Background: an optimization exercise with open tools, aiming at small area. Do not read the settings as production practice.
In this exercise RTL edits were held to simulation tests only and were not proved equivalent to the original.
Power and IR drop assume default switching activity.

File: design/flow/config.mk
export PLATFORM = sky130hd
export DESIGN_NAME = npcTop
export DESIGN_NICKNAME = npcTop
export VERILOG_FILES = /design/flow/design.v
export SDC_FILE = /design/flow/constraint.sdc
export NUM_CORES = 4
export LEC_CHECK = 0
export CAP_MARGIN = 20
export CORE_MARGIN = 2
export CORE_UTILIZATION = 65
export SETUP_SLACK_MARGIN = 0.1
export SLEW_MARGIN = 20
export SYNTH_HIERARCHICAL = 1
export SYNTH_MINIMUM_KEEP_SIZE = 0
File: design/flow/constraint.sdc
create_clock -name core_clock -period 9.0 [get_ports {clk}]
set_input_delay 1.8000 -clock core_clock [delete_from_list [all_inputs] [get_ports {clk}]]
set_output_delay 1.8000 -clock core_clock [all_outputs]
set_load 0.01 [all_outputs]
File: design/flow/design.v
package npcPkg;
    typedef logic [31:0] wordT;
    typedef logic [4:0] regAddrT;
    typedef logic [11:0] immT;
    typedef enum logic [1:0] {
        instAddi,
        instJalr,
        instEbreak,
        instIllegal
    } instTypeE;
    typedef enum logic [1:0] {
        coreReset,
        coreRun,
        coreHalt
    } coreStateE;
    typedef enum logic [1:0] {
        haltNone,
        haltEbreak,
        haltIllegal
    } haltCauseE;
    typedef struct packed {
        instTypeE kind;
        regAddrT  rs1;
        regAddrT  rd;
        wordT     imm;
        logic     regWen;
    } decodeT;
    typedef struct packed {
        logic    valid;
        wordT    pc;
        wordT    inst;
        logic    wen;
        regAddrT rd;
        wordT    wdata;
    } commitT;
endpackage
`timescale 1ns/100ps
module npcRegRow
(
    input  logic        clk,
    input  logic        we,
    input  logic        keep,
    input  logic [31:0] col,
    output logic [31:0] q
);
    always_ff @(posedge clk) begin
        q <= ~((q | {32{we}}) & ({32{keep}} | col));
    end
endmodule
module npcAoi222
(
    input  logic a0, b0, a1, b1, a2, b2,
    output logic y
);
    assign y = ~((a0 & b0) | (a1 & b1) | (a2 & b2));
endmodule
module npcNand2
(
    input  logic a, b,
    output logic y
);
    assign y = ~(a & b);
endmodule
module npcNand3
(
    input  logic a, b, c,
    output logic y
);
    assign y = ~(a & b & c);
endmodule
module npcNand4
(
    input  logic a, b, c, d,
    output logic y
);
    assign y = ~(a & b & c & d);
endmodule
module npcOr3
(
    input  logic a, b, c,
    output logic y
);
    assign y = a | b | c;
endmodule
module npcReadBit
(
    input  logic [30:0] q,
    input  logic [30:0] sel,
    output logic        y
);
    logic [10:0] t;
    logic [2:0]  n;
    for (genvar g = 0; g < 10; g++) begin : g_aoi
        npcAoi222 aoi (
            .a0(q[3*g]),   .b0(sel[3*g]),
            .a1(q[3*g+1]), .b1(sel[3*g+1]),
            .a2(q[3*g+2]), .b2(sel[3*g+2]),
            .y (t[g])
        );
    end
    npcNand2 last (.a(q[30]), .b(sel[30]), .y(t[10]));
    npcNand4 n0 (.a(t[0]), .b(t[1]), .c(t[2]), .d(t[3]), .y(n[0]));
    npcNand4 n1 (.a(t[4]), .b(t[5]), .c(t[6]), .d(t[7]), .y(n[1]));
    npcNand3 n2 (.a(t[8]), .b(t[9]), .c(t[10]), .y(n[2]));
    npcOr3   o  (.a(n[0]), .b(n[1]), .c(n[2]), .y(y));
endmodule
`timescale 1ns/100ps
module npcXor2
(
    input  logic a, b,
    output logic y
);
    assign y = a ^ b;
endmodule
module npcXnor2
(
    input  logic a, b,
    output logic y
);
    assign y = ~(a ^ b);
endmodule
module npcAnd2
(
    input  logic a, b,
    output logic y
);
    assign y = a & b;
endmodule
module npcAnd3
(
    input  logic a, b, c,
    output logic y
);
    assign y = a & b & c;
endmodule
module npcAnd4
(
    input  logic a, b, c, d,
    output logic y
);
    assign y = a & b & c & d;
endmodule
module npcA21o
(
    input  logic p1, g0, g1,
    output logic y
);
    assign y = (p1 & g0) | g1;
endmodule
module npcAddImm
(
    input  logic [31:0] stored,
    input  logic        toggle,
    input  logic [11:0] imm,
    output logic [31:0] value,
    output logic [31:0] sum
);
    logic [31:0] a;
    logic [11:0] g, p;
    logic        hiFlip;
    for (genvar i = 0; i < 32; i++) begin : g_val
        npcXor2 x (.a(stored[i]), .b(toggle), .y(a[i]));
    end
    assign value = a;
    for (genvar i = 0; i < 12; i++) begin : g_gp
        npcAnd2 gg (.a(a[i]), .b(imm[i]), .y(g[i]));
        npcXor2 pp (.a(a[i]), .b(imm[i]), .y(p[i]));
    end
    logic [11:0] gl [0:4];
    logic [11:0] pl [0:4];
    assign gl[0] = g;
    assign pl[0] = p;
    for (genvar k = 0; k < 4; k++) begin : g_lvl
        for (genvar i = 0; i < 12; i++) begin : g_node
            if ((i >> k) & 1) begin : g_comb
                localparam int J = ((i >> k) << k) - 1;
                npcA21o gn (.p1(pl[k][i]), .g0(gl[k][J]), .g1(gl[k][i]), .y(gl[k+1][i]));
                npcAnd2 pn (.a(pl[k][i]), .b(pl[k][J]), .y(pl[k+1][i]));
            end else begin : g_pass
                assign gl[k+1][i] = gl[k][i];
                assign pl[k+1][i] = pl[k][i];
            end
        end
    end
    assign sum[0] = p[0];
    for (genvar i = 1; i < 12; i++) begin : g_sum
        npcXor2 s (.a(p[i]), .b(gl[4][i-1]), .y(sum[i]));
    end
    logic [18:0] ah;
    logic        signT;
    npcXor2 st (.a(toggle), .b(imm[11]), .y(signT));
    for (genvar i = 0; i < 19; i++) begin : g_ah
        npcXor2 x (.a(stored[12+i]), .b(signT), .y(ah[i]));
    end
    logic [19:1] run;
    logic [4:0]  grp;
    logic [19:1] loc;
    for (genvar q = 0; q < 5; q++) begin : g_grp
        localparam int B = 4 * q;
        localparam int N = (q == 4) ? 3 : 4;
        assign loc[B+1] = ah[B];
        npcAnd2 l2 (.a(ah[B]), .b(ah[B+1]), .y(loc[B+2]));
        npcAnd3 l3 (.a(ah[B]), .b(ah[B+1]), .c(ah[B+2]), .y(loc[B+3]));
        if (N == 4) begin : g_full
            npcAnd4 l4 (.a(ah[B]), .b(ah[B+1]), .c(ah[B+2]), .d(ah[B+3]), .y(loc[B+4]));
        end
        assign grp[q] = (N == 4) ? loc[B+4] : 1'b0;
    end
    logic [4:1] pre;
    assign pre[1] = grp[0];
    npcAnd2 x2 (.a(grp[0]), .b(grp[1]), .y(pre[2]));
    npcAnd3 x3 (.a(grp[0]), .b(grp[1]), .c(grp[2]), .y(pre[3]));
    npcAnd4 x4 (.a(grp[0]), .b(grp[1]), .c(grp[2]), .d(grp[3]), .y(pre[4]));
    for (genvar j = 1; j < 20; j++) begin : g_run
        if (j <= 4) begin : g_first
            assign run[j] = loc[j];
        end else begin : g_later
            npcAnd2 r (.a(pre[(j-1)/4]), .b(loc[j]), .y(run[j]));
        end
    end
    npcXor2 hf (.a(gl[4][11]), .b(imm[11]), .y(hiFlip));
    npcXor2 s12 (.a(a[12]), .b(hiFlip), .y(sum[12]));
    for (genvar j = 1; j < 20; j++) begin : g_hi
        logic n;
        npcNand2 nn (.a(run[j]), .b(hiFlip), .y(n));
        npcXnor2 s (.a(a[12+j]), .b(n), .y(sum[12+j]));
    end
endmodule
`timescale 1ns/100ps
module npcTop
(
    input  logic        clk,
    input  logic        arstN,
    output logic [31:0] instAddr,
    input  logic [31:0] instData,
    output logic        commitValid,
    output logic [31:0] commitPc,
    output logic [31:0] commitInst,
    output logic        commitWen,
    output logic [4:0]  commitRd,
    output logic [31:0] commitWdata,
    output logic [1:0]  state,
    output logic [1:0]  haltCause
);
    logic [4:0]  rd, rs1;
    logic [31:0] imm;
    logic        isAddi, isJalr, isEbreak;
    assign rd       = instData[11:7];
    assign rs1      = instData[19:15];
    assign imm      = {{20{instData[31]}}, instData[31:20]};
    assign isAddi   = (instData[6:0] == 7'b0010011) && (instData[14:12] == 3'b000);
    assign isJalr   = (instData[6:0] == 7'b1100111) && (instData[14:12] == 3'b000);
    assign isEbreak = (instData == 32'h0010_0073);
    logic halted, low;
    logic running;
    logic regWrite;
    assign running  = !halted && low;
    assign regWrite = running && (isAddi || isJalr);
    always_ff @(posedge clk or negedge arstN) begin
        if (!arstN) begin
            halted <= 1'b0;
            low    <= 1'b0;
        end else if (!halted) begin
            if (!low) begin
                low <= 1'b1;
            end else if (!(isAddi || isJalr)) begin
                halted <= 1'b1;
                low    <= !isEbreak;
            end
        end
    end
    assign state     = {halted, running};
    assign haltCause = {halted && low, halted && !low};
    logic [31:0] regs [1:31];
    logic [31:1] valid;
    logic [31:1] wsel;
    logic [31:1] rsel;
    logic [31:0] rs1Value;
    logic [31:0] rs1Stored;
    logic        toggle;
    logic [31:0] wcol;
    logic [31:0] wbData;
    always_comb begin
        for (int i = 1; i < 32; i++) begin
            wsel[i] = regWrite && (rd == i[4:0]);
            rsel[i] = valid[i] && (rs1 == i[4:0]);
        end
    end
    for (genvar b = 0; b < 32; b++) begin : g_rd
        logic [30:0] qb;
        for (genvar i = 1; i < 32; i++) begin : g_q
            assign qb[i-1] = regs[i][b];
        end
        npcReadBit rdBit (
            .q  (qb),
            .sel(rsel),
            .y  (rs1Stored[b])
        );
    end
    for (genvar i = 1; i < 32; i++) begin : g_reg
        npcRegRow row (
            .clk (clk),
            .we  (wsel[i]),
            .keep(~wsel[i]),
            .col (wcol),
            .q   (regs[i])
        );
    end
    always_ff @(posedge clk or negedge arstN) begin
        if (!arstN) begin
            toggle <= 1'b0;
        end else begin
            toggle <= !toggle;
        end
    end
    assign wcol     = wbData ^ {32{toggle}};
    always_ff @(posedge clk) begin
        valid <= {31{arstN}} & (valid | wsel);
    end
    logic [31:1] pcHi;
    logic [31:0] pc;
    logic [31:0] sum;
    logic [31:0] pcPlus4;
    assign pc      = {pcHi, 1'b0};
    logic readToggle;
    assign readToggle = toggle && (|rsel);
    npcAddImm add0 (
        .stored(rs1Stored),
        .toggle(readToggle),
        .imm   (instData[31:20]),
        .value (rs1Value),
        .sum   (sum)
    );
    logic [29:0] pcOnes;
    always_comb begin
        pcOnes[0] = 1'b1;
        for (int i = 1; i < 30; i++) pcOnes[i] = pcOnes[i-1] & pc[i+1];
    end
    assign pcPlus4 = {pc[31:2] ^ pcOnes, pc[1:0]};
    assign wbData  = isJalr ? pcPlus4 : sum;
    always_ff @(posedge clk or negedge arstN) begin
        if (!arstN) begin
            pcHi <= 31'h4000_0000;
        end else if (running) begin
            if (isJalr)      pcHi <= sum[31:1];
            else if (isAddi) pcHi <= pcPlus4[31:1];
        end
    end
    assign instAddr    = pc;
    assign commitValid = running;
    assign commitPc    = pc;
    assign commitInst  = instData;
    assign commitWen   = regWrite;
    assign commitRd    = rd;
    assign commitWdata = wbData;
endmodule
File: design/flow/flow/run.sh
#!/bin/bash
# The standard layout, with smaller port buffers and a clock tree of
# smaller buffers and no dummy loads. Each tool's log stays under orfs/logs.
set -euo pipefail
export BUFFER_PORTS_ARGS="-buffer_cell sky130_fd_sc_hd__buf_2"
export CTS_ARGS="-sink_clustering_enable -repair_clock_nets -dont_use_dummy_load -buf_list {sky130_fd_sc_hd__clkbuf_4 sky130_fd_sc_hd__clkbuf_8 sky130_fd_sc_hd__clkbuf_16} -sink_clustering_buffer sky130_fd_sc_hd__clkbuf_8 -sink_clustering_size 16 -sink_clustering_max_diameter 60"
bash standard.sh > standard.log 2>&1
File: design/flow/standard.sh
#!/bin/bash
# synth_recipe.tcl (not shown) runs the flow's synth.tcl, then flattens the netlist and writes it again
# the make line also repeats each setting of config.mk as NAME=value (left out here)
make -C /OpenROAD-flow-scripts/flow DESIGN_CONFIG=/design/flow/config.mk WORK_HOME=/design/flow/orfs CLKGATE_MAP_FILE= SYNTH_SCRIPT=/design/flow/synth_recipe.tcl "${@:-finish}"
==> metrics.md, run 1 <==
| Metric | Value |
|---|---|
| Setup Viol. Count Final | `0` |
| Detailed Routing Iterations Pass 1 | `13` |
| Clock tree buffer depth | `3` |
| Core area | `57920 sq um` |
| Psw | `0.001572 W` |
| Post-CTS Resized | `0` |
| Reg power frac | `0.651` |
| DIE AREA | `60820 sq um` |
| Number of clock sinks | `1057` |
| Layout cells sized above 1 | `0.1253` |
| Syn Area/Cell | `10.89 sq um` |
| Largest area contributor in the netlist | `dfxtp_1` |
| DRT iter0 DRCs | `6377` |
| Combinational share of power | `0.023` |
| Number of port buffers | `170` |
| First-pass GRT wire length | `206100 microns` |
| Synth top area share | `0.5353` |
| Drt total wl | `139900 microns` |
| Worst-margin pin slew | `1.099 ns` |
| Final Cycle Share | `0.9681` |
| Hold_ws | `0.4452 ns` |
| Number of remaining DRC errors | `0` |
| Crit path max fanout | `25` |
| Crit path time final | `8.713 ns` |
| Distinct cells, synth | `57` |
| Hold Buf Count CTS | `0` |
| Worst skew pair latency | `0.63 ns` |
| Setup crit end kind | `output pin` |
| FMAX | `114.8 MHz` |
| Setup CP Type | `input pin to output pin` |
| Root Driver | `clkbuf_16` |
| Cell count after synthesis | `3513` |
| Nets | `3671` |
| CP Data Required Time | `7.20 ns` |
| Die X | `246.6 microns` |
| Mapped Area | `38260 sq um` |
| Final slew viol count | `0` |
| Internal | `0.005607 W` |
| Post-CTS setup buffer count | `0` |
| Vias in the first global route | `32695` |
| PwrDens | `177.8 nW/um^2` |
| Clock Power Share | `0.326` |
| Setup TNS Final | `0 ns` |
| Via count | `34496` |
| Worst EP arrival | `6.91 ns` |
| Setup Skew | `0.09478 ns` |
| Status | `complete, no violations` |
| Detail Route Antenna Nets | `0` |
| #FFs+latches synth | `1057` |
| Io pins | `173` |
| Ranking of synthesized cells by area | `dfxtp_1 54%, o22ai_1 16%, a222oi_1 8.4%, buf_6 2.8%, dfrtp_1 2.2%` |
| Pin count of the biggest net entering global routing | `69` |
| TritonCTS buffer count | `79` |
| Initial antenna violation count | `8` |
| All-Layer GR Usage | `0.4474` |
| Startpoint types | `input pin` |
| Pleak | `16.10 nW` |
| Reg2reg path depth | `33` |
| Min-delay worst type | `flip-flop to flip-flop` |
| CTS H-tree lvls | `3` |
| RSZ-0062 raised after global routing | `no` |
| Final Hold Viols | `0` |
| Area Overhead vs Synth | `5.546%` |
| Max IR drop VDD | `0.1558 mV` |
| GP Congestion | `0.9702` |
| Relative slew slack | `0.2672` |
| Vias/cell | `7.887` |
| Post-synth ARST share | `0.03217` |
| Number of synthesized flops with an enable pin | `0` |
| Avg WL per Cell | `31.98 microns` |
| Register area share after synthesis | `0.5576` |
| Fraction of power spent switching nets | `0.2189` |
| Die H | `246.6 microns` |
| CTS tree | `done` |
| Worst-path clk slew | `0.06 ns` |
| Worst hold stages | `1` |
| Rows | `88` |
| HPWL after detailed placement | `89050 microns` |
| Commonest register cell after synthesis | `dfxtp_1` |
| Yosys warns | `14` |
| Maxcap violations | `0` |
| Final core occ | `0.6972` |
| Initial core utilization | `0.6606` |
| Gr ovfl total | `0` |
-- per-module statistics from Yosys, one instance, submodules excluded, excerpt --
| module | flops+latches | cells inside | copies in the design |
|---|---|---|---|
| npcRegRow | 32 | 70 | 31 |
| npcXor2 | 0 | 1 | 77 |
| npcNand4 | 0 | 1 | 64 |
| npcAoi222 | 0 | 1 | 320 |
| npcNand2 | 0 | 1 | 51 |
| npcNand3 | 0 | 1 | 32 |
| npcTop | 65 | 674 | 1 |
| npcXnor2 | 0 | 1 | 19 |
| npcA21o | 0 | 1 | 20 |
-- state kept, by name, indices dropped and copies added (netlist names) --
register	cells
pcHi	31
g.row.q	992
valid	31
toggle	1
low	1
halted	1
-- cells in the final DEF, fill, tap and decap left out, types with 3 or more instances in the layout --
cell type,n
nor2b_1,15
xor2_1,76
o22ai_1,992
a222oi_1,320
ha_1,28
and4_1,5
xnor2_2,32
o21a_1,23
and3_1,37
or3_1,32
nand3_1,41
buf_4,137
xnor2_1,20
a21o_1,21
nor3_1,5
mux2i_1,30
inv_2,7
clkbuf_8,70
nor4_1,9
nor2_2,6
buf_2,170
nor2_1,26
a21oi_1,10
and2_1,45
nand2b_1,5
nand2_1,215
clkbuf_16,9
inv_1,26
dfrtp_1,33
nand4_1,65
nor3b_1,3
o21ai_0,32
and3_4,3
dfxtp_1,1023
-- logic make-up (layout without fill, tap and decap cells) --
| group | count (synthesis) | in the layout | share of synthesized area |
|---|---|---|---|
| AO/OA/AOI/OAI | 1407 | 1407 | 0.2621 |
| XOR/XNOR | 129 | 129 | 0.02953 |
| adder cells (fa/ha/maj) | 28 | 28 | 0.009157 |
| buffers and inverters | 328 | 421 | 0.06174 |
| flip-flops | 1057 | 1057 | 0.5576 |
| multiplexers | 31 | 31 | 0.008143 |
| other | 1 | 4 | 0.00009802 |
| AND/OR/NAND/NOR | 532 | 532 | 0.07165 |
-- per-stage QoR --
stage	instances	cell area, sq um	total power [W]	worst slack (ns)
finish	4374	40380	0.007179	0.2872
global route	4372	40380	0.007359	0.1333
CTS	4372	40370	0.007174	0.2329
detailed placement	4293	39180	0.004942	0.4538
global placement	4292	39160	0.004939	0.3989
floorplan	3514	38270	0.004880	0.4186
-- area by class of cell --
cell class,count,area (sq um)
well taps,765,957.2
fillers,4311,17530
diodes,2,5.005
inverters,34,128.9
flip-flops and latches,1057,21330
repair buffers,308,1894
multi-input cells,2129,14880
clock buffers,79,1189
-- critical path, cell delays in order --
cell	delay, ns
buf_2	0.22
nor2b_1	0.60
and3_1	0.51
buf_4	0.46
a222oi_1	0.17
nand4_1	0.32
or3_1	0.30
xor2_1	0.25
xor2_1	0.34
and2_1	0.20
and2_1	0.13
a21o_1	0.22
a21o_1	0.15
xor2_1	0.14
buf_4	0.25
nand2_1	0.10
xnor2_1	0.27
nand2_1	0.10
nand2_1	0.18
buf_2	0.16
-- path summary, 6_finish.rpt --
kind                                      from  slack (ns)                  end
min in group asynchronous                arstN        1.39             pcHi[20]
max                               instData[15]        0.29      commitWdata[19]
min reg2reg                g_reg[31].row.q[11]        0.45  g_reg[31].row.q[11]
max in group asynchronous                arstN        7.02               toggle
min                        g_reg[31].row.q[11]        0.45  g_reg[31].row.q[11]
max reg2reg                            pcHi[2]        1.90   g_reg[1].row.q[31]
-- synth_stat cells (all sizes together), types with 3 or more instances --
cell type	instances
dfxtp	1023
o22ai	992
a222oi	320
buf	276
nand2	215
xor2	77
nand4	65
xnor2	52
and2	47
nand3	43
and3	40
inv	34
dfrtp	33
o21ai	33
nor2	32
or3	32
mux2i	30
ha	28
o21a	23
a21o	21
clkbuf	18
nor2b	16
a21oi	10
nor4	10
nor3	9
and4	5
nand2b	5
nor3b	3
-- metal layers --
metal | wire length [microns] | share of wire | GRT usage
met4 | 8239 | 0.059 | 0.2303
met2 | 60260 | 0.43 | 0.6768
met5 | 78 | 0.00056 | 0
met3 | 21010 | 0.15 | 0.1424
met1 | 50290 | 0.36 | 0.5746
-- power by group through the flow --
stage               Combinational (W)  Clock [W]  Sequential (W)
floorplan                   0.0000956          0         0.00478
global placement             0.000155          0         0.00478
detailed placement           0.000158          0         0.00478
CTS                          0.000158    0.00234         0.00468
global route                 0.000170    0.00251         0.00468
finish                       0.000164    0.00234         0.00468
==> inputs of run 2 (changes only) <==
--- a/design/flow/design.v
+++ b/design/flow/design.v
@@ -272,7 +272,6 @@
     assign state     = {halted, running};
     assign haltCause = {halted && low, halted && !low};
     logic [31:0] regs [1:31];
-    logic [31:1] valid;
     logic [31:1] wsel;
     logic [31:1] rsel;
     logic [31:0] rs1Value;
@@ -282,8 +281,8 @@
     logic [31:0] wbData;
     always_comb begin
         for (int i = 1; i < 32; i++) begin
-            wsel[i] = regWrite && (rd == i[4:0]);
-            rsel[i] = valid[i] && (rs1 == i[4:0]);
+            wsel[i] = (regWrite && (rd == i[4:0])) || !arstN;
+            rsel[i] = (rs1 == i[4:0]);
         end
     end
     for (genvar b = 0; b < 32; b++) begin : g_rd
@@ -313,17 +312,14 @@
             toggle <= !toggle;
         end
     end
-    assign wcol     = wbData ^ {32{toggle}};
-    always_ff @(posedge clk) begin
-        valid <= {31{arstN}} & (valid | wsel);
-    end
+    assign wcol     = wbData ^ {32{toggle || !arstN}};
     logic [31:1] pcHi;
     logic [31:0] pc;
     logic [31:0] sum;
     logic [31:0] pcPlus4;
     assign pc      = {pcHi, 1'b0};
     logic readToggle;
-    assign readToggle = toggle && (|rsel);
+    assign readToggle = toggle && (rs1 != 5'd0);
     npcAddImm add0 (
         .stored(rs1Stored),
         .toggle(readToggle),
@@ -337,7 +333,7 @@
         for (int i = 1; i < 30; i++) pcOnes[i] = pcOnes[i-1] & pc[i+1];
     end
     assign pcPlus4 = {pc[31:2] ^ pcOnes, pc[1:0]};
-    assign wbData  = isJalr ? pcPlus4 : sum;
+    assign wbData  = ({32{isJalr && arstN}} & pcPlus4) | ({32{!isJalr && arstN}} & sum);
     always_ff @(posedge clk or negedge arstN) begin
         if (!arstN) begin
             pcHi <= 31'h4000_0000;
==> design/flow/flow/run.sh (replaced) <==
#!/bin/bash
# The standard layout, with smaller port buffers and a clock tree of
# smaller buffers and no dummy loads. Each tool's log stays under orfs/logs.
set -euo pipefail
export BUFFER_PORTS_ARGS="-buffer_cell sky130_fd_sc_hd__buf_1"
export CTS_ARGS="-sink_clustering_enable -repair_clock_nets -dont_use_dummy_load -buf_list {sky130_fd_sc_hd__clkbuf_4 sky130_fd_sc_hd__clkbuf_8 sky130_fd_sc_hd__clkbuf_16} -sink_clustering_buffer sky130_fd_sc_hd__clkbuf_8 -sink_clustering_size 16 -sink_clustering_max_diameter 60"
bash standard.sh > standard.log 2>&1
==> design/flow/config.mk (replaced) <==
export PLATFORM = sky130hd
export DESIGN_NAME = npcTop
export DESIGN_NICKNAME = npcTop
export VERILOG_FILES = /design/flow/design.v
export SDC_FILE = /design/flow/constraint.sdc
export NUM_CORES = 4
export LEC_CHECK = 0
export CAP_MARGIN = 10
export CORE_MARGIN = 2
export CORE_UTILIZATION = 75
export SETUP_SLACK_MARGIN = 0.1
export SLEW_MARGIN = 10
export SYNTH_HIERARCHICAL = 1
export SYNTH_MINIMUM_KEEP_SIZE = 0
==> run 2 against run 1 <==
Compared with the run above:
- die area shrank 14%
- hold slack gained 0.0029 ns
- power grew 59%
- area after synthesis shrank 1.4%
- via count grew 3.3%
==> metrics.md, run 2 <==
| Metric | Value |
|---|---|
| Initial core utilization | `0.7567 (was 0.6606)` |
| Pin count of the biggest net entering global routing | `62 (was 69)` |
| Maxcap violations | `0 (unchanged)` |
| Yosys warns | `14 (unchanged)` |
| Final slew viol count | `0 (unchanged)` |
| PwrDens | `286.2 nW/um^2 (was 177.8 nW/um^2)` |
| Crit path time final | `8.788 ns (was 8.713 ns)` |
| Rows | `82 (was 88)` |
| Via count | `35632 (was 34496)` |
| Clock Power Share | `0.201 (was 0.326)` |
| Detail Route Antenna Nets | `0 (unchanged)` |
| DIE AREA | `52120 sq um (was 60820 sq um)` |
| Min-delay worst type | `flip-flop to flip-flop (unchanged)` |
| Number of port buffers | `170 (unchanged)` |
| Relative slew slack | `0.09698 (was 0.2672)` |
| Startpoint types | `input pin (unchanged)` |
| Initial antenna violation count | `12 (was 8)` |
| All-Layer GR Usage | `0.5209 (was 0.4474)` |
| Ranking of synthesized cells by area | `dfxtp_1 53%, o22ai_1 16%, a222oi_1 8.5%, buf_6 2.8%, dfrtp_1 2.2% (was dfxtp_1 54%, o22ai_1 16%, a222oi_1 8.4%, buf_6 2.8%, dfrtp_1 2.2%)` |
| Worst-path clk slew | `0.05 ns (was 0.06 ns)` |
| Number of remaining DRC errors | `0 (unchanged)` |
| RSZ-0062 raised after global routing | `no (unchanged)` |
| Die H | `228.3 microns (was 246.6 microns)` |
| Largest registers | `g.row.q: 992 flops, pcHi: 31 flops (was g.row.q: 992 flops, pcHi: 31 flops, valid: 31 flops)` |
| First-pass GRT wire length | `207900 microns (was 206100 microns)` |
| Most common cell after layout, fill and taps aside | `o22ai_1 (was dfxtp_1)` |
| #FFs+latches synth | `1026 (was 1057)` |
| Max IR drop VDD | `0.2043 mV (was 0.1558 mV)` |
| Setup TNS Final | `0 ns (unchanged)` |
| Largest area contributor in the netlist | `dfxtp_1 (unchanged)` |
| Number of clock sinks | `1026 (was 1057)` |
| Commonest register cell after synthesis | `dfxtp_1 (unchanged)` |
| Drt total wl | `141700 microns (was 139900 microns)` |
| Reg power frac | `0.558 (was 0.651)` |
| Final core occ | `0.7983 (was 0.6972)` |
| CTS tree | `done (unchanged)` |
| Io pins | `173 (unchanged)` |
| Crit path max fanout | `20 (was 25)` |
| Top-count cell post-synth | `o22ai_1 (was dfxtp_1)` |
| Post-placement cell area | `38490 sq um (was 39180 sq um)` |
| Root Driver | `clkbuf_16 (unchanged)` |
| Syn Area/Cell | `10.77 sq um (was 10.89 sq um)` |
| CTS H-tree lvls | `3 (unchanged)` |
| Die X | `228.3 microns (was 246.6 microns)` |
| Setup CP Type | `input pin to output pin (unchanged)` |
| Synth top area share | `0.5263 (was 0.5353)` |
| Mapped Area | `37730 sq um (was 38260 sq um)` |
| Psw | `0.003874 W (was 0.001572 W)` |
| TritonCTS buffer count | `78 (was 79)` |
| Register area share after synthesis | `0.5489 (was 0.5576)` |
| Worst-margin pin slew | `1.355 ns (was 1.099 ns)` |
| Number of synthesized flops with an enable pin | `0 (unchanged)` |
| Vias/cell | `8.345 (was 7.887)` |
| Fin area | `39810 sq um (was 40380 sq um)` |
| Final Cycle Share | `0.9765 (was 0.9681)` |
| Setup crit end kind | `output pin (unchanged)` |
| Internal | `0.007521 W (was 0.005607 W)` |
| Worst EP arrival | `6.99 ns (was 6.91 ns)` |
| Setup Skew | `0.08405 ns (was 0.09478 ns)` |
| Worst skew pair latency | `0.63 ns (about the same)` |
| Gr ovfl total | `0 (unchanged)` |
| Layout cells sized above 1 | `0.1056 (was 0.1253)` |
| Clock tree buffer depth | `3 (unchanged)` |
| DRT iter0 DRCs | `7658 (was 6377)` |
| Distinct cells, synth | `49 (was 57)` |
| Pleak | `14.71 nW (was 16.10 nW)` |
| Nets | `3661 (was 3671)` |
| Avg WL per Cell | `33.18 microns (was 31.98 microns)` |
| Final Hold Viols | `0 (unchanged)` |
| CP Data Required Time | `7.20 ns (about the same)` |
| Setup Viol. Count Final | `0 (unchanged)` |
| Commonest cells after routing, fill and taps aside | `993 x o22ai_1, 992 x dfxtp_1, 320 x a222oi_1 (was 1023 x dfxtp_1, 992 x o22ai_1, 320 x a222oi_1)` |
| Post-synth ARST share | `0.03314 (was 0.03217)` |
| Core area | `49860 sq um (was 57920 sq um)` |
| HPWL after detailed placement | `89690 microns (was 89050 microns)` |
| Vias in the first global route | `33057 (was 32695)` |
| FMAX | `113.8 MHz (was 114.8 MHz)` |
| Detailed Routing Iterations Pass 1 | `15 (was 13)` |
| Status | `complete, no violations (unchanged)` |
| Cell count after synthesis | `3504 (was 3513)` |
| Hold Buf Count CTS | `0 (unchanged)` |
| Commonest cells post-synth | `993 x o22ai_1, 992 x dfxtp_1, 320 x a222oi_1 (was 1023 x dfxtp_1, 992 x o22ai_1, 320 x a222oi_1)` |
| Combinational share of power | `0.241 (was 0.023)` |
| Largest register by flop count | `g.row.q (unchanged)` |
| Fraction of power spent switching nets | `0.3400 (was 0.2189)` |
| Area Overhead vs Synth | `5.494% (was 5.546%)` |
| GP Congestion | `1.034 (was 0.9702)` |
| Largest register FFs | `992 (unchanged)` |
==> run 2: cell types whose count changed after synthesis, sizes merged, moves of 32 or more <==
cell    previous run  this run
nor2              32        68
xnor2             52        19
nand2            215       116
o21ai             33        65
clkbuf            18        61
==> run 2: layout make-up <==
cell class | count | area (sq um)
flip-flops and latches | 1026 | 20710
multi-input cells | 2153 | 15140
fillers | 3200 | 10060
repair buffers | 336 | 1917
clock buffers | 78 | 1175
well taps | 672 | 840.8
inverters | 4 | 15.01
diodes | 1 | 2.502
==> run 2: cells by family after synthesis <==
logic type / after synthesis / synth area share
buffers and inverters: 326 / 0.06134
AO/OA/AOI/OAI: 1556 / 0.2915
AND/OR/NAND/NOR: 469 / 0.06609
XOR/XNOR: 97 / 0.02251
multiplexers: 1 / 0.0002984
adder cells (fa/ha/maj): 28 / 0.009285
flip-flops: 1026 / 0.5489
other: 1 / 0.00009938
==> run 2: final timing paths <==
check	depth (start not counted)	to	from	slack, ns
worst max-delay path	19	commitWdata[24]	instData[18]	0.21
min in group asynchronous	1	pcHi[25]	arstN	1.26
max in group asynchronous	2	pcHi[7]	arstN	6.37
worst min-delay path	1	g_reg[23].row.q[4]	g_reg[23].row.q[4]	0.45
worst max register to register	34	g_reg[22].row.q[31]	pcHi[2]	1.67
worst min register to register	1	g_reg[23].row.q[4]	g_reg[23].row.q[4]	0.45
==> run 2: critical path: stages <==
cell,delay [ns]
buf_1,0.32
or2_2,0.37
nor2_2,0.22
a222oi_1,0.76
nand4_1,0.32
or3_1,0.45
xor2_1,0.20
xor2_1,0.32
and2_1,0.21
and2_1,0.13
a21o_1,0.22
a21o_1,0.16
xor2_1,0.20
buf_4,0.29
nand2_1,0.10
xnor2_1,0.25
o31ai_1,0.16
a21boi_0,0.28
buf_1,0.20
==> run 2: modules after synthesis, one instance, submodules excluded, a selection <==
module / times used / area (sq um)
npcAnd4: 5 / 8.758
npcRegRow: 31 / 889.6
npcAnd3: 6 / 6.256
npcNand4: 64 / 6.256
npcNand2: 51 / 3.754
npcOr3: 32 / 6.256
npcAnd2: 42 / 6.256
npcAddImm: 1 / 7.507
npcXnor2: 19 / 8.758
npcNand3: 32 / 5.005
npcTop: 1 / 4658
npcAoi222: 320 / 10.01
npcXor2: 77 / 8.758
npcA21o: 20 / 7.507
==> run 2: per-stage QoR <==
step	setup slack [ns]	hold slack (ns)	cells	power, W
floorplan	0.6204	0.4213	3505	0.007939
global placement	0.5126	0.4287	4185	0.008789
detailed placement	0.2832	0.4366	4185	0.008996
CTS	0.1339	0.4448	4265	0.01117
global route	0.06320	0.4558	4270	0.01169
finish	0.2118	0.4481	4270	0.01139
==> run 2: timing repair <==
item | 4_1_cts | 5_1_grt
pin swaps | 2 | 7
cloned | 0 | 0
gates resized for setup | 5 | 23
setup buffers | 2 | 1
setup endpoints to repair | 2 | 21
==> run 2: power by group through the flow <==
| stage | clock [W] | combinational, W | sequential, W |
|---|---|---|---|
| after global routing | 0.00242 | 0.00282 | 0.00645 |
| final | 0.00229 | 0.00275 | 0.00635 |
| after global placement | 0 | 0.00246 | 0.00633 |
| after floorplan | 0 | 0.00171 | 0.00623 |
| after CTS | 0.00226 | 0.00259 | 0.00632 |
| after detailed placement | 0 | 0.00258 | 0.00641 |
==> run 2: routing by layer <==
layer,track usage,up-vias,wire length [microns]
met5,0.01195,-,169
met4,0.3838,14,13660
met3,0.1927,824,23470
met2,0.7374,3392,57730
met1,0.6517,16905,46640
li1,-,14497,-
==> inputs of run 3 (changes only) <==
--- a/design/flow/config.mk
+++ b/design/flow/config.mk
@@ -7,7 +7,7 @@
 export LEC_CHECK = 0
 export CAP_MARGIN = 10
 export CORE_MARGIN = 2
-export CORE_UTILIZATION = 75
+export CORE_UTILIZATION = 65
 export SETUP_SLACK_MARGIN = 0.1
 export SLEW_MARGIN = 10
 export SYNTH_HIERARCHICAL = 1
==> run 3 against run 2 <==
Compared with the run above:
- area after synthesis unchanged
- die area increased by 15%
- critical path depth increased by 13
- sequential share of layout area decreased by 0.21 points
- largest cell class unchanged
==> metrics.md, run 3 <==
| Metric | Value |
|---|---|
| Number of port buffers | `170 (unchanged)` |
| Synth Area in Simple Gates | `0.06609 (unchanged)` |
| Worst EP arrival | `6.98 ns (was 6.99 ns)` |
| Avg WL per Cell | `32.72 microns (was 33.18 microns)` |
| Pin count of the biggest net entering global routing | `62 (unchanged)` |
| GP Congestion | `0.9670 (was 1.034)` |
| CTS H-tree lvls | `3 (unchanged)` |
| Die X | `244.9 microns (was 228.3 microns)` |
| Crit path max fanout | `3 (was 20)` |
| PwrDens | `283.3 nW/um^2 (was 286.2 nW/um^2)` |
| Maxcap violations | `0 (unchanged)` |
| HPWL after detailed placement | `91540 microns (was 89690 microns)` |
| FMAX | `113.9 MHz (was 113.8 MHz)` |
| Setup TNS Final | `0 ns (unchanged)` |
| Hold Buf Count CTS | `0 (unchanged)` |
| Post-synth ARST share | `0.03314 (unchanged)` |
| Die H | `244.9 microns (was 228.3 microns)` |
| Crit path time final | `8.782 ns (was 8.788 ns)` |
| Final Cycle Share | `0.9757 (was 0.9765)` |
| RSZ-0062 raised after global routing | `yes (was no)` |
| Yosys warns | `14 (unchanged)` |
| Setup CP Type | `flip-flop to output pin (was input pin to output pin)` |
| Synth Area in Adders | `0.009284 (unchanged)` |
| Clock tree buffer depth | `3 (unchanged)` |
| Startpoint types | `flip-flop (was input pin)` |
| Largest family of logic cells by synthesized area | `compound AO/OA/AOI/OAI gates (unchanged)` |
| XOR/XNOR Fraction of Synth Area | `0.02251 (unchanged)` |
| Mapped Area | `37730 sq um (unchanged)` |
| Pleak | `14.78 nW (was 14.71 nW)` |
| Post-synthesis mux area share | `0.0002984 (unchanged)` |
| Largest register by flop count | `g.row.q (unchanged)` |
| Commonest cells after routing, fill and taps aside | `993 x o22ai_1, 992 x dfxtp_1, 320 x a222oi_1 (unchanged)` |
| Syn Area/Cell | `10.77 sq um (unchanged)` |
| All-Layer GR Usage | `0.4596 (was 0.5209)` |
| Setup crit end kind | `output pin (unchanged)` |
| Number of synthesized flops with an enable pin | `0 (unchanged)` |
| Gr ovfl total | `0 (unchanged)` |
| Core area | `57590 sq um (was 49860 sq um)` |
| Vias/cell | `7.977 (was 8.345)` |
| Most common cell after layout, fill and taps aside | `o22ai_1 (unchanged)` |
| Worst path max stage delay | `0.42 ns (was 0.76 ns)` |
| Nets | `3676 (was 3661)` |
| Worst skew pair latency | `0.64 ns (was 0.63 ns)` |
| Number of clock sinks | `1026 (unchanged)` |
| Io pins | `173 (unchanged)` |
| Register area share after synthesis | `0.5489 (unchanged)` |
| Top-count cell post-synth | `o22ai_1 (unchanged)` |
| Drt total wl | `143300 microns (was 141700 microns)` |
| Critical path's slowest cell | `dfrtp_1 (was a222oi_1)` |
| DRT iter0 DRCs | `6272 (was 7658)` |
| Cell count after synthesis | `3504 (unchanged)` |
| Via count | `34922 (was 35632)` |
| Commonest register cell after synthesis | `dfxtp_1 (unchanged)` |
| Max IR drop VDD | `0.2126 mV (was 0.2043 mV)` |
| Layout cells sized above 1 | `0.1049 (was 0.1056)` |
| Root Driver | `clkbuf_16 (unchanged)` |
| Most used cell, CP | `ha_1 (was xor2_1)` |
| Largest register FFs | `992 (unchanged)` |
| TritonCTS buffer count | `78 (unchanged)` |
| Initial antenna violation count | `7 (was 12)` |
| Distinct cells, synth | `49 (unchanged)` |
| Worst-path clk slew | `0.10 ns (was 0.05 ns)` |
| Fill count | `4316 (was 3200)` |
| Fin area | `39970 sq um (was 39810 sq um)` |
| Vias in the first global route | `31999 (was 33057)` |
| Final Hold Viols | `0 (unchanged)` |
| Largest area contributor in the netlist | `dfxtp_1 (unchanged)` |
| #FFs+latches synth | `1026 (unchanged)` |
| CTS tree | `done (unchanged)` |
| Final slew viol count | `0 (unchanged)` |
| Setup Skew | `0.09735 ns (was 0.08405 ns)` |
| Min-delay worst type | `flip-flop to flip-flop (unchanged)` |
| First-pass GRT wire length | `208000 microns (was 207900 microns)` |
| Fraction of the mapped netlist area in compound gates | `0.2915 (unchanged)` |
| Detail Route Antenna Nets | `0 (unchanged)` |
| Worst-margin pin slew | `1.206 ns (was 1.355 ns)` |
| DIE AREA | `60000 sq um (was 52120 sq um)` |
| Ranking of synthesized cells by area | `dfxtp_1 53%, o22ai_1 16%, a222oi_1 8.5%, buf_6 2.8%, dfrtp_1 2.2% (unchanged)` |
| Detailed Routing Iterations Pass 1 | `13 (was 15)` |
| Setup Viol. Count Final | `0 (unchanged)` |
| Rows | `88 (was 82)` |
| Initial core utilization | `0.6553 (was 0.7567)` |
| Number of remaining DRC errors | `0 (unchanged)` |
| Post-placement cell area | `38720 sq um (was 38490 sq um)` |
| CP Data Required Time | `7.20 ns (about the same)` |
| Relative slew slack | `0.1885 (was 0.09698)` |
| Commonest cells post-synth | `993 x o22ai_1, 992 x dfxtp_1, 320 x a222oi_1 (unchanged)` |
| Largest registers | `g.row.q: 992 flops, pcHi: 31 flops (unchanged)` |
| Synth top area share | `0.5263 (unchanged)` |
| Area Overhead vs Synth | `5.919% (was 5.494%)` |
| Status | `complete, no violations (unchanged)` |
## run 3: cell type report
| class | instances | area, sq um | share of cell area |
|---|---|---|---|
| Inverter | 4 | 15.01 | 0.0003757 |
| Multi-Input combinational cell | 2153 | 15100 | 0.3779 |
| Sequential cell | 1026 | 20710 | 0.5182 |
| Tap cell | 765 | 957.2 | 0.02395 |
| Antenna cell | 1 | 2.502 | 0.00006261 |
| Clock buffer | 78 | 1175 | 0.02940 |
| Timing Repair Buffer | 351 | 2002 | 0.05009 |
## run 3: cells by family (layout without fill, tap and decap cells)
logic type / Yosys count / after routing
AO/OA/AOI/OAI: 1556 / 1556
XOR/XNOR: 97 / 97
adder cells (fa/ha/maj): 28 / 28
buffers and inverters: 326 / 433
flip-flops: 1026 / 1026
multiplexers: 1 / 1
other: 1 / 3
AND/OR/NAND/NOR: 469 / 469
## run 3: critical path: cells and delay by family (launching register included)
family	cells	cell delay, ns
buffers and inverters	1	0.16
AND/OR/NAND/NOR	2	0.48
XOR/XNOR	1	0.18
adder cells (fa/ha/maj)	28	5.18
flip-flops	1	0.42
## run 3: worst paths after layout
path / from / to / slack, ns / cells past startpoint
min: g_reg[31].row.q[23] / g_reg[31].row.q[23] / 0.45 / 1
min reg2reg: g_reg[31].row.q[23] / g_reg[31].row.q[23] / 0.45 / 1
max reg2reg: pcHi[2] / g_reg[1].row.q[30] / 1.68 / 33
min in group asynchronous: arstN / pcHi[22] / 1.30 / 1
max: pcHi[2] / commitWdata[31] / 0.22 / 32
max in group asynchronous: arstN / pcHi[1] / 6.43 / 2
## run 3: modules after synthesis, one instance, submodules excluded, a selection
module / cells / area (sq um) / flops+latches / copies in the design
npcA21o: 1 / 7.507 / 0 / 20
npcAddImm: 1 / 7.507 / 0 / 1
npcAnd2: 1 / 6.256 / 0 / 42
npcAnd3: 1 / 6.256 / 0 / 6
npcAnd4: 1 / 8.758 / 0 / 5
npcAoi222: 1 / 10.01 / 0 / 320
npcNand2: 1 / 3.754 / 0 / 51
npcNand3: 1 / 5.005 / 0 / 32
npcOr3: 1 / 6.256 / 0 / 32
npcRegRow: 70 / 889.6 / 32 / 31
npcTop: 665 / 4658 / 34 / 1
npcXnor2: 1 / 8.758 / 0 / 19
## run 3: where the power goes
| group | leakage (nW) | total, W | internal [W] | switching (W) |
|---|---|---|---|---|
| Combinational | 5.37 | 0.00269 | 0.000951 | 0.00174 |
| Sequential | 8.80 | 0.00634 | 0.00570 | 0.000635 |
| Clock | 0.607 | 0.00230 | 0.000873 | 0.00142 |
## run 3: layer usage
layer	part of all wire	GRT usage	routed length [microns]
met5	0.00032	0	46
met3	0.15	0.1479	20780
met1	0.36	0.5925	51080
met2	0.42	0.6581	59760
met4	0.081	0.3088	11610
## run 3: metrics by stage
step | setup WS (ns) | hold slack, ns | util | power, W | std cells
floorplan | 0.6204 | 0.4213 | - | 0.007939 | 3505
global placement | 0.4891 | 0.4284 | 0.6724 | 0.008816 | 4297
detailed placement | 0.4452 | 0.4365 | 0.6724 | 0.008986 | 4297
CTS | 0.1426 | 0.4472 | 0.6929 | 0.01117 | 4375
global route | 0.005676 | 0.4558 | 0.6940 | 0.01171 | 4377
finish | 0.2185 | 0.4472 | 0.6941 | 0.01132 | 4378
## run 3: what timing repair did
action	CTS	global route
resized for setup	1	15
pin swaps	0	2
buffers inserted	0	2
endpoints found under the setup margin	1	8
==> inputs of run 4 (changes only) <==
==> design/flow/flow/run.sh (replaced) <==
#!/bin/bash
# The standard layout, with smaller port buffers and a clock tree of
# smaller buffers and no dummy loads. Each tool's log stays under orfs/logs.
set -euo pipefail
export BUFFER_PORTS_ARGS="-buffer_cell sky130_fd_sc_hd__buf_1"
export CTS_ARGS="-sink_clustering_enable -repair_clock_nets -dont_use_dummy_load -buf_list {sky130_fd_sc_hd__clkbuf_4 sky130_fd_sc_hd__clkbuf_8 sky130_fd_sc_hd__clkbuf_16} -sink_clustering_buffer sky130_fd_sc_hd__clkbuf_4 -sink_clustering_size 10 -sink_clustering_max_diameter 60"
bash standard.sh > standard.log 2>&1
==> run 4 against run 3 <==
Compared with the run above:
- critical path depth is 13 lower
- sequential share of layout area grew 0.20 points
- first-iteration DRC count is 0.37% lower
- die area unchanged
==> metrics.md, run 4 <==
| Metric | Value |
|---|---|
| Worst-path clk slew | `0.07 ns (was 0.10 ns)` |
| Initial antenna violation count | `10 (was 7)` |
| Largest register by flop count | `g.row.q (unchanged)` |
| Setup Skew | `0.1092 ns (was 0.09735 ns)` |
| Crit path max fanout | `20 (was 3)` |
| Mapped Area | `37730 sq um (unchanged)` |
| Maxcap violations | `0 (unchanged)` |
| Initial core utilization | `0.6553 (unchanged)` |
| Root Driver | `clkbuf_16 (unchanged)` |
| Setup CP Type | `input pin to output pin (was flip-flop to output pin)` |
| Commonest register cell after synthesis | `dfxtp_1 (unchanged)` |
| Commonest cells after routing, fill and taps aside | `993 x o22ai_1, 992 x dfxtp_1, 320 x a222oi_1 (unchanged)` |
| Reg2reg path depth | `33 (unchanged)` |
| Ranking of synthesized cells by area | `dfxtp_1 53%, o22ai_1 16%, a222oi_1 8.5%, buf_6 2.8%, dfrtp_1 2.2% (unchanged)` |
| Setup TNS Final | `0 ns (unchanged)` |
| Drt total wl | `143200 microns (was 143300 microns)` |
| Die H | `244.9 microns (unchanged)` |
| Vias in the first global route | `32416 (was 31999)` |
| Vias/cell | `7.898 (was 7.977)` |
| Die X | `244.9 microns (unchanged)` |
| All-Layer GR Usage | `0.4622 (was 0.4596)` |
| PwrDens | `281.0 nW/um^2 (was 283.3 nW/um^2)` |
| HPWL after detailed placement | `91540 microns (unchanged)` |
| CTS H-tree lvls | `3 (unchanged)` |
| Syn Area/Cell | `10.77 sq um (unchanged)` |
| Max IR drop VDD | `0.1641 mV (was 0.2126 mV)` |
| DIE AREA | `60000 sq um (unchanged)` |
| Pin count of the biggest net entering global routing | `62 (unchanged)` |
| Nets | `3712 (was 3676)` |
| Startpoint types | `input pin (was flip-flop)` |
| Pleak | `14.76 nW (was 14.78 nW)` |
| Commonest cells post-synth | `993 x o22ai_1, 992 x dfxtp_1, 320 x a222oi_1 (unchanged)` |
| Synth top area share | `0.5263 (unchanged)` |
| Hold endpoint | `g_reg[21].row.q[31] (was g_reg[31].row.q[23])` |
| Number of clock sinks | `1026 (unchanged)` |
| Number of synthesized flops with an enable pin | `0 (unchanged)` |
| Number of remaining DRC errors | `0 (unchanged)` |
| Avg WL per Cell | `32.44 microns (was 32.72 microns)` |
| Crit path time final | `8.770 ns (was 8.782 ns)` |
| FMAX | `114.0 MHz (was 113.9 MHz)` |
| Fin area | `39810 sq um (was 39970 sq um)` |
| Final Cycle Share | `0.9744 (was 0.9757)` |
| CTS tree | `done (unchanged)` |
| Post-placement cell area | `38720 sq um (unchanged)` |
| Io pins | `173 (unchanged)` |
| DRT iter0 DRCs | `6249 (was 6272)` |
| Via count | `34876 (was 34922)` |
| R2R setup slack | `1.70 ns (was 1.68 ns)` |
| Yosys warns | `14 (unchanged)` |
| Detail Route Antenna Nets | `0 (unchanged)` |
| Clock tree buffer depth | `3 (unchanged)` |
| Core area | `57590 sq um (unchanged)` |
| Hold_ws | `0.4469 ns (was 0.4472 ns)` |
| Final Hold Viols | `0 (unchanged)` |
| Worst skew pair latency | `0.66 ns (was 0.64 ns)` |
| Detailed Routing Iterations Pass 1 | `14 (was 13)` |
| Worst EP arrival | `6.97 ns (was 6.98 ns)` |
| Distinct cells, synth | `49 (unchanged)` |
| Worst hold stages | `1 (unchanged)` |
| Post-Place Cells | `4297 (unchanged)` |
| Area Overhead vs Synth | `5.511% (was 5.919%)` |
| Top-count cell post-synth | `o22ai_1 (unchanged)` |
| Worst-margin pin slew | `1.368 ns (was 1.206 ns)` |
| GP Congestion | `0.9670 (unchanged)` |
| Fill count | `4364 (was 4316)` |
| RSZ-0062 raised after global routing | `yes (unchanged)` |
| Largest register FFs | `992 (unchanged)` |
| Register area share after synthesis | `0.5489 (unchanged)` |
| Final slew viol count | `0 (unchanged)` |
| Finished Layout Cells | `4416 (was 4378)` |
| Hold path start | `g_reg[21].row.q[31] (was g_reg[31].row.q[23])` |
| Post-synth ARST share | `0.03314 (unchanged)` |
| Setup crit end kind | `output pin (unchanged)` |
| RR Endpoint | `g_reg[1].row.q[30] (unchanged)` |
| Relative slew slack | `0.07939 (was 0.1885)` |
| Setup Viol. Count Final | `0 (unchanged)` |
| Status | `complete, no violations (unchanged)` |
| First-pass GRT wire length | `209100 microns (was 208000 microns)` |
| Layout cells sized above 1 | `0.1140 (was 0.1049)` |
| Most common cell after layout, fill and taps aside | `o22ai_1 (unchanged)` |
| Largest area contributor in the netlist | `dfxtp_1 (unchanged)` |
| Min-delay worst type | `flip-flop to flip-flop (unchanged)` |
| Largest registers | `g.row.q: 992 flops, pcHi: 31 flops (unchanged)` |
| Final core occ | `0.6914 (was 0.6941)` |
| Rows | `88 (unchanged)` |
| TritonCTS buffer count | `115 (was 78)` |
| Origin of the critical flop-to-flop path | `pcHi[3] (was pcHi[2])` |
| CP Data Required Time | `7.20 ns (about the same)` |
| Cell count after synthesis | `3504 (unchanged)` |
| Gr ovfl total | `0 (unchanged)` |
| Number of port buffers | `170 (unchanged)` |
| #FFs+latches synth | `1026 (unchanged)` |
[run 4: kinds of logic after synthesis]
family | count (synthesis) | share of synthesized area
AO/OA/AOI/OAI | 1556 | 0.2915
flip-flops | 1026 | 0.5489
AND/OR/NAND/NOR | 469 | 0.06609
buffers and inverters | 326 | 0.06134
XOR/XNOR | 97 | 0.02251
adder cells (fa/ha/maj) | 28 | 0.009285
other | 1 | 0.00009938
multiplexers | 1 | 0.0002984
[run 4: area by class of cell]
cell class | count | area (sq um) | share of cell area
Multi-Input combinational cell | 2153 | 15110 | 0.3794
Timing Repair Buffer | 350 | 1994 | 0.05009
Antenna cell | 3 | 7.507 | 0.0001886
Sequential cell | 1026 | 20710 | 0.5202
Inverter | 4 | 15.01 | 0.0003771
Tap cell | 765 | 957.2 | 0.02404
Clock buffer | 115 | 1021 | 0.02564
[run 4: report_power, final]
part	leakage, nW	internal, W	switching [W]
Clock	0.599	0.000730	0.00143
Combinational	5.36	0.000951	0.00174
Sequential	8.80	0.00570	0.000636
Total	14.8	0.00738	0.00381
[run 4: worst max-delay path, cell delays in order]
cell and delay [ns]:
buf_1 0.43, nand3b_1 0.34, nor2_2 0.92, a222oi_1 0.33
nand4_1 0.28, or3_1 0.16, xor2_1 0.21, xor2_1 0.27
and2_1 0.16, a21o_1 0.21, a21o_1 0.26, a21o_1 0.15
xor2_1 0.15, buf_4 0.28, nand2_1 0.10, xnor2_1 0.26
o31ai_1 0.15, a21boi_0 0.27, buf_1 0.19
[run 4: worst max-delay path by stage]
stage	from	endpoint	depth (start not counted)	slack (ns)
floorplan	instData[16]	g_reg[10].row.q[19]	18	0.62
global placement	instData[16]	commitWdata[25]	19	0.49
detailed placement	instData[16]	commitWdata[27]	19	0.45
CTS	pcHi[3]	commitWdata[31]	32	0.10
global route	pcHi[3]	commitWdata[31]	32	0.05
finish	instData[16]	commitWdata[29]	19	0.23
[run 4: routing by layer]
metal | part of all wire | global-route usage | vias up | wire [microns]
met3 | 0.15 | 0.1595 | 599 | 21290
met5 | 0.00065 | 0 | - | 93
li1 | - | - | 14649 | -
met4 | 0.081 | 0.3067 | 14 | 11570
met2 | 0.42 | 0.6641 | 2776 | 59850
met1 | 0.35 | 0.5886 | 16838 | 50430
[run 4: per-module statistics from Yosys, one instance, submodules excluded, a selection]
module,cells inside,cell area (sq um),flip-flops and latches,copies in the design
npcAddImm,1,7.507,0,1
npcAnd3,1,6.256,0,6
npcXor2,1,8.758,0,77
npcNand2,1,3.754,0,51
npcNand4,1,6.256,0,64
npcAnd4,1,8.758,0,5
npcRegRow,70,889.6,32,31
npcNand3,1,5.005,0,32
npcA21o,1,7.507,0,20
npcAnd2,1,6.256,0,42
[run 4: repair_timing]
item / CTS / global route
setup endpoints to repair: 0 / 8
resized for setup: 0 / 17
buffers inserted: 0 / 1
hold buffers: 0 / 0
[run 4: through the flow]
step	setup WS [ns]	total power [W]
6_report	0.2301	0.01119
5_1_grt	0.04938	0.01160
4_1_cts	0.1033	0.01105
3_5_place_dp	0.4452	0.008986
3_3_place_gp	0.4891	0.008816
2_1_floorplan	0.6204	0.007939

==> port drivers added, routing unchanged <==
The results above use ideal ports. As a check the final layouts listed here were re-extracted and re-timed, cells and wires unchanged.
Step 1 assumes that a clkbuf_16 drives the clock port and a buf_2 every other input.
Step 2 adds t to the input delays and takes it off the output delays; t is the mean of the earliest and latest rising clock arrival at the registers after step 1. Input paths then give back, and output paths get back, about the clock's delay inside the block.
Three values: no drivers, after step 1, after step 2; two values: the first two.
run | t, ns | setup slack, ns | worst setup path at the end
run 1 | 0.643 | 0.287 / 0.262 / 0.262 | input to output
run 2 | 0.657 | 0.212 / 0.183 / 0.183 | input to output
run 3 | 0.653 | 0.218 / 0.152 / 0.210 | input to output
run 4 | 0.669 | 0.230 / 0.191 / 0.204 | input to output
After both steps every run listed still meets setup and hold. The setup slack of run 2, which loses most, moves by -0.029 ns with the drivers and by -0.029 ns with both steps.
